Source: an optimization exercise on an open RTL-to-GDS flow (aim: small area). Production flows keep margins and buffers that such runs may drop. Function was checked by simulation only, so behaviour that the tests miss may differ from the original. Power is estimated from default activity; no workload was simulated.

Design execute_mc, start of the top module:
module execute_mc #(
  parameter int N      = 64,
  parameter int MUL_EN = 1
) (
  input  logic         clk,
  input  logic         reset,
  input  logic         valid_E,
  input  logic         flush_E,
  input  logic         AluSrc,
  input  logic [3:0]   AluControl,
  input  logic         MulOp,
  input  logic [N-1:0] PC_E,
  input  logic [N-1:0] signImm_E,
  input  logic [N-1:0] readData1_E,
  input  logic [N-1:0] readData2_E,
  output logic         stall_E,
  output logic [N-1:0] PCBranch_M,
  output logic [N-1:0] aluResult_M,
  output logic [N-1:0] writeData_M,
  output logic         zero_M,
  output logic         valid_M
);
  localparam int W = 8;             
  localparam int C = N / W;         
  logic [2:0]   pc_q;               
  logic [C-1:0] ph_q;               
  logic [4:0]   rnd_q;              
  logic         cq;                 
  logic         kq;                 
  logic         amsb_q;             
  logic [1:0]   pmsb_q;             
  logic         pcq;                
  logic [1:0]   imsb_q;             
  logic         ph0, last, done, mul, pres, sub, d0, d1;
  logic [4:0]   dig;
  logic [C-1:0] bsel;
  logic [W-1:0] a_c, b_c, imm_c, pc_c, alu_b, a2_c, x1, x2, y, s, k, res;
  logic [W:0]   sum, psum;
  function automatic logic [W-1:0] pick(input logic [N-1:0] v, input logic [C-1:0] sel);
    pick = '0;
    for (int i = 0; i < C; i++) pick = pick | (v[i*W +: W] & {W{sel[i]}});
  endfunction
  function automatic logic [W:0] cla(input logic [W-1:0] p, input logic [W-1:0] q,
                                     input logic ci);
    logic [W-1:0] g, t;
    logic [W:0]   c;
    g = p & q;
    t = p ^ q;
    c[0] = ci;
    for (int i = 0; i < W; i += 4) begin
      c[i+1] = g[i]   | (t[i]   & c[i]);
      c[i+2] = g[i+1] | (t[i+1] & g[i]) | (t[i+1] & t[i] & c[i]);
      c[i+3] = g[i+2] | (t[i+2] & g[i+1]) | (t[i+2] & t[i+1] & g[i])
             | (t[i+2] & t[i+1] & t[i] & c[i]);
      c[i+4] = g[i+3] | (t[i+3] & g[i+2]) | (t[i+3] & t[i+2] & g[i+1])
             | (t[i+3] & t[i+2] & t[i+1] & g[i]) | (t[i+3] & t[i+2] & t[i+1] & t[i] & c[i]);
    end
    cla = {c[W], t ^ c[W-1:0]};
  endfunction
  assign ph_q = 8'd1 << pc_q;
  assign ph0  = ph_q[0];
  ...
For scale: about 620 cells after synthesis.
export LEC_CHECK = 0
export CAP_MARGIN = 20
export CORE_AREA = 2 2 168 148
export DIE_AREA = 0 0 170 150
export SLEW_MARGIN = 20
create_clock -name core_clock -period 7.0 [get_ports {clk}]
standard.sh (not shown) runs the stock make flow with config.mk's settings and CLKGATE_MAP_FILE= SYNTH_SCRIPT=/design/flow/synth_recipe.tcl, a recipe that flattens the netlist after the stock synthesis.
==> flow/flow/run.sh <==
#!/bin/bash
# The standard layout (standard.sh) with these changes:
#  - synthesis maps the logic with an area-oriented ABC script (flow/abc_area.script, used
#    through ABC_AREA=1 on a copy of ORFS's scripts folder); registers are untouched;
#  - the port buffers are the smallest buffer cell, sky130_fd_sc_hd__buf_1;
#  - clock tree synthesis inserts no dummy loads (CTS_ARGS replaces its arguments).
set -euo pipefail
cd "$(dirname "$0")/.."
W=$PWD
rm -rf "$W/scripts_area"
cp -r "$FLOW_HOME/scripts" "$W/scripts_area"
cp "$W/flow/abc_area.script" "$W/scripts_area/abc_area.script"
export CTS_ARGS="-sink_clustering_enable -repair_clock_nets -sink_clustering_size 14 -sink_clustering_max_diameter 25 -buf_list sky130_fd_sc_hd__clkbuf_4 -dont_use_dummy_load"
export BUFFER_PORTS_ARGS="-buffer_cell sky130_fd_sc_hd__buf_1"
bash standard.sh SCRIPTS_DIR="$W/scripts_area" ABC_AREA=1 finish > standard_flow.log 2>&1
==> flow/flow/abc_area.script <==
strash
&get -n
&fraig -x
&put
scorr
dc2
dretime
strash
&get -n
&dch -f
&nf
&put
topo
stime -c
The first run produced a clean layout.
Change:
==> flow/flow/run.sh (replaced) <==
#!/bin/bash
# The standard layout (standard.sh) with two changes:
#  - synthesis maps the logic with an area-oriented ABC script (flow/abc_area.script, used
#    through ABC_AREA=1 on a copy of ORFS's scripts folder); registers are untouched;
#  - the port buffers are the smallest buffer cell, sky130_fd_sc_hd__buf_1.
set -euo pipefail
cd "$(dirname "$0")/.."
W=$PWD
rm -rf "$W/scripts_area"
cp -r "$FLOW_HOME/scripts" "$W/scripts_area"
cp "$W/flow/abc_area.script" "$W/scripts_area/abc_area.script"
export BUFFER_PORTS_ARGS="-buffer_cell sky130_fd_sc_hd__buf_1"
bash standard.sh SCRIPTS_DIR="$W/scripts_area" ABC_AREA=1 finish > standard_flow.log 2>&1
CTS_BUF_LIST = sky130_fd_sc_hd__clkbuf_16   (was default)
CTS_CLUSTER_DIAMETER = 60   (was default)
CTS_CLUSTER_SIZE = 40   (was default)
Routed wire length fell slightly.
Total power rose by roughly a tenth.
First-iteration DRC count rose by a little under a tenth.
Synthesized area stays the same.
Flip-flop and latch count does not change.
Design area rose by a few percent.
Via count fell by a few percent.
Utilization rose by 1.0 points.
Synthesized cell count is unchanged.
Change:
CORE_AREA = default   (was 2 2 168 148)
CORE_MARGIN = 2   (was default)
CORE_UTILIZATION = 50   (was default)
CTS_CLUSTER_DIAMETER = 80   (was 60)
CTS_CLUSTER_SIZE = 50   (was 40)
DIE_AREA = default   (was 0 0 170 150)
The changed run died in I/O pin placement (3_2_place_iop) with PPL-0024.
Synthesized cell count does not change.
Area after synthesis stays the same.

* * *

== run a ==
Starting RTL as in the previous note.
clock: 7.0 ns
lec_check: 0
cap_margin: 20
core_area: 2 2 168 148
die_area: 0 0 170 150
slew_margin: 20
==> flow/flow/run.sh <==
#!/bin/bash
# The standard layout (standard.sh) with these changes:
#  - synthesis maps the logic with an area-oriented ABC script (flow/abc_area.script, used
#    through ABC_AREA=1 on a copy of ORFS's scripts folder); registers are untouched;
#  - the port buffers are the smallest buffer cell, sky130_fd_sc_hd__buf_1;
#  - clock tree synthesis inserts no dummy loads (CTS_ARGS replaces its arguments).
set -euo pipefail
cd "$(dirname "$0")/.."
W=$PWD
rm -rf "$W/scripts_area"
cp -r "$FLOW_HOME/scripts" "$W/scripts_area"
cp "$W/flow/abc_area.script" "$W/scripts_area/abc_area.script"
export CTS_ARGS="-sink_clustering_enable -repair_clock_nets -sink_clustering_size 16 -sink_clustering_max_diameter 60 -buf_list sky130_fd_sc_hd__clkbuf_8 -dont_use_dummy_load"
export BUFFER_PORTS_ARGS="-buffer_cell sky130_fd_sc_hd__buf_1"
bash standard.sh SCRIPTS_DIR="$W/scripts_area" ABC_AREA=1 finish > standard_flow.log 2>&1
Scripts as last shown in full above: flow/flow/abc_area.script
Relative to run a, the following input files were edited for run b:
- setting GPL_ROUTABILITY_DRIVEN to 0 for the first time
==> flow/flow/run.sh <==
#!/bin/bash
# The standard layout (standard.sh) with these changes:
#  - synthesis maps the logic with an area-oriented ABC script (flow/abc_area.script, used
#    through ABC_AREA=1 on a copy of ORFS's scripts folder); registers are untouched;
#  - the port buffers are the smallest buffer cell, sky130_fd_sc_hd__buf_1;
#  - clock tree synthesis inserts no dummy loads (CTS_ARGS replaces its arguments);
#  - synthesis leaves adders to ABC (no full/half-adder cell extraction: ADDER_MAP_FILE empty).
set -euo pipefail
cd "$(dirname "$0")/.."
W=$PWD
rm -rf "$W/scripts_area"
cp -r "$FLOW_HOME/scripts" "$W/scripts_area"
cp "$W/flow/abc_area.script" "$W/scripts_area/abc_area.script"
export CTS_ARGS="-sink_clustering_enable -repair_clock_nets -sink_clustering_size 8 -sink_clustering_max_diameter 60 -buf_list sky130_fd_sc_hd__clkbuf_4 -dont_use_dummy_load"
export BUFFER_PORTS_ARGS="-buffer_cell sky130_fd_sc_hd__buf_1"
bash standard.sh SCRIPTS_DIR="$W/scripts_area" ABC_AREA=1 ADDER_MAP_FILE= finish > standard_flow.log 2>&1
==> notes.md <==
Run b | status: complete | timing, DRC, antenna: pass
Lower post-layout minimum cycle time was reported by run b, not run a.
The higher post-layout total power of run b and run a is in run b.
Taking run a as the reference, in run b internal portion of total power fell about 0.7%, total negative slack for setup checks held, final instance area lower, number of clock buffers inserted by TritonCTS now larger, sequential group share of total power went up 0.7 points.
Sort run b and run a by worst-case hold slack asc -> top: run a
Run a → run b: switching power total has increased; setup slack rose 0.19 ns; xor and xnor area share after synthesis increased by 3.5 points relative to the old numbers.

* * *

The RTL this note starts from:
==> flow/design.v <==
module execute_mc #(
  parameter int N      = 64,
  parameter int MUL_EN = 1
) (
  input  logic         clk,
  input  logic         reset,
  input  logic         valid_E,
  input  logic         flush_E,
  input  logic         AluSrc,
  input  logic [3:0]   AluControl,
  input  logic         MulOp,
  input  logic [N-1:0] PC_E,
  input  logic [N-1:0] signImm_E,
  input  logic [N-1:0] readData1_E,
  input  logic [N-1:0] readData2_E,
  output logic         stall_E,
  output logic [N-1:0] PCBranch_M,
  output logic [N-1:0] aluResult_M,
  output logic [N-1:0] writeData_M,
  output logic         zero_M,
  output logic         valid_M
);
  localparam int W = 16;            
  localparam int C = N / W;         
  logic [7:0]   cnt_q;              
  logic         carry_q;            
  logic         pcarry_q;           
  logic         pmsb_q;             
  logic [1:0]   imsb_q;             
  logic [1:0]   ph;
  logic [5:0]   rnd;
  logic [5:0]   mbit;
  logic         mul;
  logic         pres, last, done;
  logic [1:0]   bsel;
  logic [W-1:0] a_c, b_c, imm_c, pc_c;
  logic [W-1:0] alu_b, x, y, res;
  logic         sub, cin, b_i;
  logic [W:0]   sum;
  logic [W:0]   psum;
  assign ph   = cnt_q[1:0];
  assign rnd  = cnt_q[7:2];
  assign mbit = ~rnd;               
  assign mul  = (MUL_EN != 0) & MulOp;
  assign pres = valid_E & ~flush_E;
  assign last = (ph == 2'd3);
  assign done = last & (~mul | (rnd == 6'd63));
  assign stall_E = ~done;
  assign bsel  = mul ? mbit[5:4] : ph;
  assign a_c   = readData1_E[ph*W +: W];
  assign b_c   = readData2_E[bsel*W +: W];
  assign imm_c = signImm_E[ph*W +: W];
  assign pc_c  = PC_E[ph*W +: W];
  assign b_i   = b_c[mbit[3:0]];
  function automatic logic [W:0] radd(input logic [W-1:0] p, input logic [W-1:0] q,
                                      input logic ci);
    logic [W-1:0] g, t;
    logic [W:0]   c;
    g = p & q;
    t = p ^ q;
    c[0] = ci;
    for (int k = 0; k < W; k += 4) begin
      c[k+1] = g[k]   | (t[k]   & c[k]);
      c[k+2] = g[k+1] | (t[k+1] & g[k]) | (t[k+1] & t[k] & c[k]);
      c[k+3] = g[k+2] | (t[k+2] & g[k+1]) | (t[k+2] & t[k+1] & g[k])
             | (t[k+2] & t[k+1] & t[k] & c[k]);
      c[k+4] = g[k+3] | (t[k+3] & g[k+2]) | (t[k+3] & t[k+2] & g[k+1])
             | (t[k+3] & t[k+2] & t[k+1] & g[k]) | (t[k+3] & t[k+2] & t[k+1] & t[k] & c[k]);
    end
    radd = {c[W], t ^ c[W-1:0]};
  endfunction
  always_comb begin
    sub   = (AluControl == 4'b0110);
    alu_b = AluSrc ? imm_c : b_c;
    if (mul) begin
      x   = a_c & {W{b_i}};
      y   = (rnd == 6'd0) ? '0 : {aluResult_M[W-2:0], (ph == 2'd0) ? 1'b0 : pmsb_q};
      cin = (ph == 2'd0) ? 1'b0 : carry_q;
    end else begin
      x   = a_c;
      y   = alu_b ^ {W{sub}};
      cin = (ph == 2'd0) ? sub : carry_q;
    end
    sum = radd(x, y, cin);
    if (mul) res = sum[W-1:0];
    else begin
      case (AluControl)
        4'b0000: res = a_c & alu_b;
        4'b0001: res = a_c | alu_b;
        4'b0010: res = sum[W-1:0];
        4'b0110: res = sum[W-1:0];
        4'b0111: res = alu_b;
        4'b1100: res = ~(a_c | alu_b);
        default: res = '0;
      endcase
    end
    psum = radd(pc_c, {imm_c[W-3:0], (ph == 2'd0) ? 2'b00 : imsb_q},
                (ph == 2'd0) ? 1'b0 : pcarry_q);
  end
  always_ff @(posedge clk) begin
    if (reset) begin
      cnt_q   <= '0;
      valid_M <= 1'b0;
    end else begin
      cnt_q   <= (pres & ~done) ? cnt_q + 8'd1 : 8'd0;
      valid_M <= pres & done;
    end
  end
  always_ff @(posedge clk) begin
    carry_q     <= sum[W];
    pcarry_q    <= psum[W];
    pmsb_q      <= aluResult_M[W-1];
    imsb_q      <= imm_c[W-1:W-2];
    aluResult_M <= {res, aluResult_M[N-1:W]};
    PCBranch_M  <= {psum[W-1:0], PCBranch_M[N-1:W]};
    writeData_M <= readData2_E;
  end
  assign zero_M = (aluResult_M == '0);
endmodule
Settings: LEC_CHECK=0, CAP_MARGIN=20, CORE_MARGIN=2, CORE_UTILIZATION=65, CTS_BUF_LIST=sky130_fd_sc_hd__clkbuf_4, SLEW_MARGIN=20; clock period 7.0 ns.
==> flow/flow/run.sh <==
#!/bin/bash
# The standard layout, with the port buffers made of the smallest buffer cell
# (sky130_fd_sc_hd__buf_1) instead of the one buffer_ports picks by default.
set -euo pipefail
cd "$(dirname "$0")/.."
export BUFFER_PORTS_ARGS="-buffer_cell sky130_fd_sc_hd__buf_1"
bash standard.sh finish > standard_flow.log 2>&1
The baseline did not get past I/O pin placement (3_2_place_iop).
==> next run, changes <==
CTS_BUF_LIST = sky130_fd_sc_hd__clkbuf_8   (was sky130_fd_sc_hd__clkbuf_4)
CTS_CLUSTER_SIZE = 30   (was default)
Outcome: The changed run stopped in I/O pin placement (3_2_place_iop) (PPL-0024). Area after synthesis stays the same. Synthesized cell count does not change.
==> next run, changes <==
CORE_ASPECT_RATIO = 0.35   (was default)
CORE_UTILIZATION = 55   (was 65)
CTS_BUF_LIST = sky130_fd_sc_hd__clkbuf_4   (was sky130_fd_sc_hd__clkbuf_8)
CTS_CLUSTER_SIZE = default   (was 30)
Now the flow completed with no timing, DRC or antenna violations. Area after synthesis is unchanged. Synthesized cell count does not change.
==> next run, changes <==
CORE_ASPECT_RATIO = default   (was 0.35)
CORE_UTILIZATION = 40   (was 55)
CTS_BUF_LIST = default   (was sky130_fd_sc_hd__clkbuf_4)
Effect: Via count drops by 5.3%. Wire length drops by 1.5%. First-iteration DRC count drops by 22%. Critical path depth is unchanged. Sequential cell count does not change. Non-clock buffer count climbs by 2. Count of clock-buffer cells in the layout drops by 31. Maximum frequency climbs by 2.1%. Global-route usage drops by 11 points. Cell count climbs by 2.4%. Core utilization drops by 19 points.
==> next run, changes <==
==> flow/flow/run.sh (replaced) <==
#!/bin/bash
# The standard layout (standard.sh) with two changes:
#  - synthesis maps the logic with an area-oriented ABC script (flow/abc_area.script, used
#    through ABC_AREA=1 on a copy of ORFS's scripts folder); registers are untouched;
#  - the port buffers are the smallest buffer cell, sky130_fd_sc_hd__buf_1.
set -euo pipefail
cd "$(dirname "$0")/.."
W=$PWD
rm -rf "$W/scripts_area"
cp -r "$FLOW_HOME/scripts" "$W/scripts_area"
cp "$W/flow/abc_area.script" "$W/scripts_area/abc_area.script"
export BUFFER_PORTS_ARGS="-buffer_cell sky130_fd_sc_hd__buf_1"
bash standard.sh SCRIPTS_DIR="$W/scripts_area" ABC_AREA=1 finish > standard_flow.log 2>&1
==> flow/flow/abc_area.script (new file) <==
strash
dch
map -a
mfs2
strash
dch
map -a
topo
stime -c
CORE_ASPECT_RATIO = 0.28   (was default)
CORE_UTILIZATION = 65   (was 40)
CTS_BUF_LIST = sky130_fd_sc_hd__clkbuf_8   (was default)
CTS_CLUSTER_SIZE = 30   (was default)
Outcome: The new run completed with no timing, DRC or antenna violations; worst hold slack gets worse by 0.0071 ns; total power drops by a few percent; combinational power climbs by a few percent; routed wire length climbs by about a fifth; final cell count climbs by about a fifth; via count climbs by well over a third; synthesized cell count climbs by well over a third; final area drops by a few percent; non-clock buffer count climbs by 6.

-- re-timing with driven ports --
The flow's constraints put no driver on any port. The routed layouts listed below were extracted and timed again, unchanged, in two steps.
Step 1 (the two cells are an assumption about what drives the block):
set clk [get_ports {clk}]
set_driving_cell -lib_cell sky130_fd_sc_hd__clkbuf_16 $clk
set_driving_cell -lib_cell sky130_fd_sc_hd__buf_2 [delete_from_list [all_inputs] $clk]
Step 2 moves the port delays by t, midway between the first and last clock arrival at a register: inputs arrive t later, outputs are due t later. That takes back most of the time a late clock gives input paths.
Three values: ideal, step 1, step 2; two values: the first two.
run	t (ns)	slack for setup (ns)	hold WS [ns]	worst slew at a driven data input, ns
the first run of note 1	0.650	1.282 / 1.248 / 0.598	0.295 / 0.295 / 0.295	0.07
the second run of note 1	0.534	1.153 / 1.126 / 0.591	0.347 / 0.347 / 0.347	0.07
run a	0.537	1.195 / 1.165 / 0.628	0.334 / 0.334 / 0.334	0.07
run b	0.665	1.384 / 1.385 / 0.720	0.345 / 0.345 / 0.345	0.06
the third run of note 3	0.674	0.823 / 0.821 / 0.147	0.316 / 0.316 / 0.316	0.10
the fourth run of note 3	0.552	0.949 / 0.945 / 0.393	0.347 / 0.347 / 0.347	0.11
the fifth run of note 3	0.586	0.477 / 0.485 / -0.101	0.340 / 0.340 / 0.340	0.09
With both steps, setup timing fails in the fifth run of note 3, where it was met with ideal ports. For the first run of note 1, which loses most, drivers alone change the setup slack by -0.034 ns; drivers and shift together by -0.684 ns.
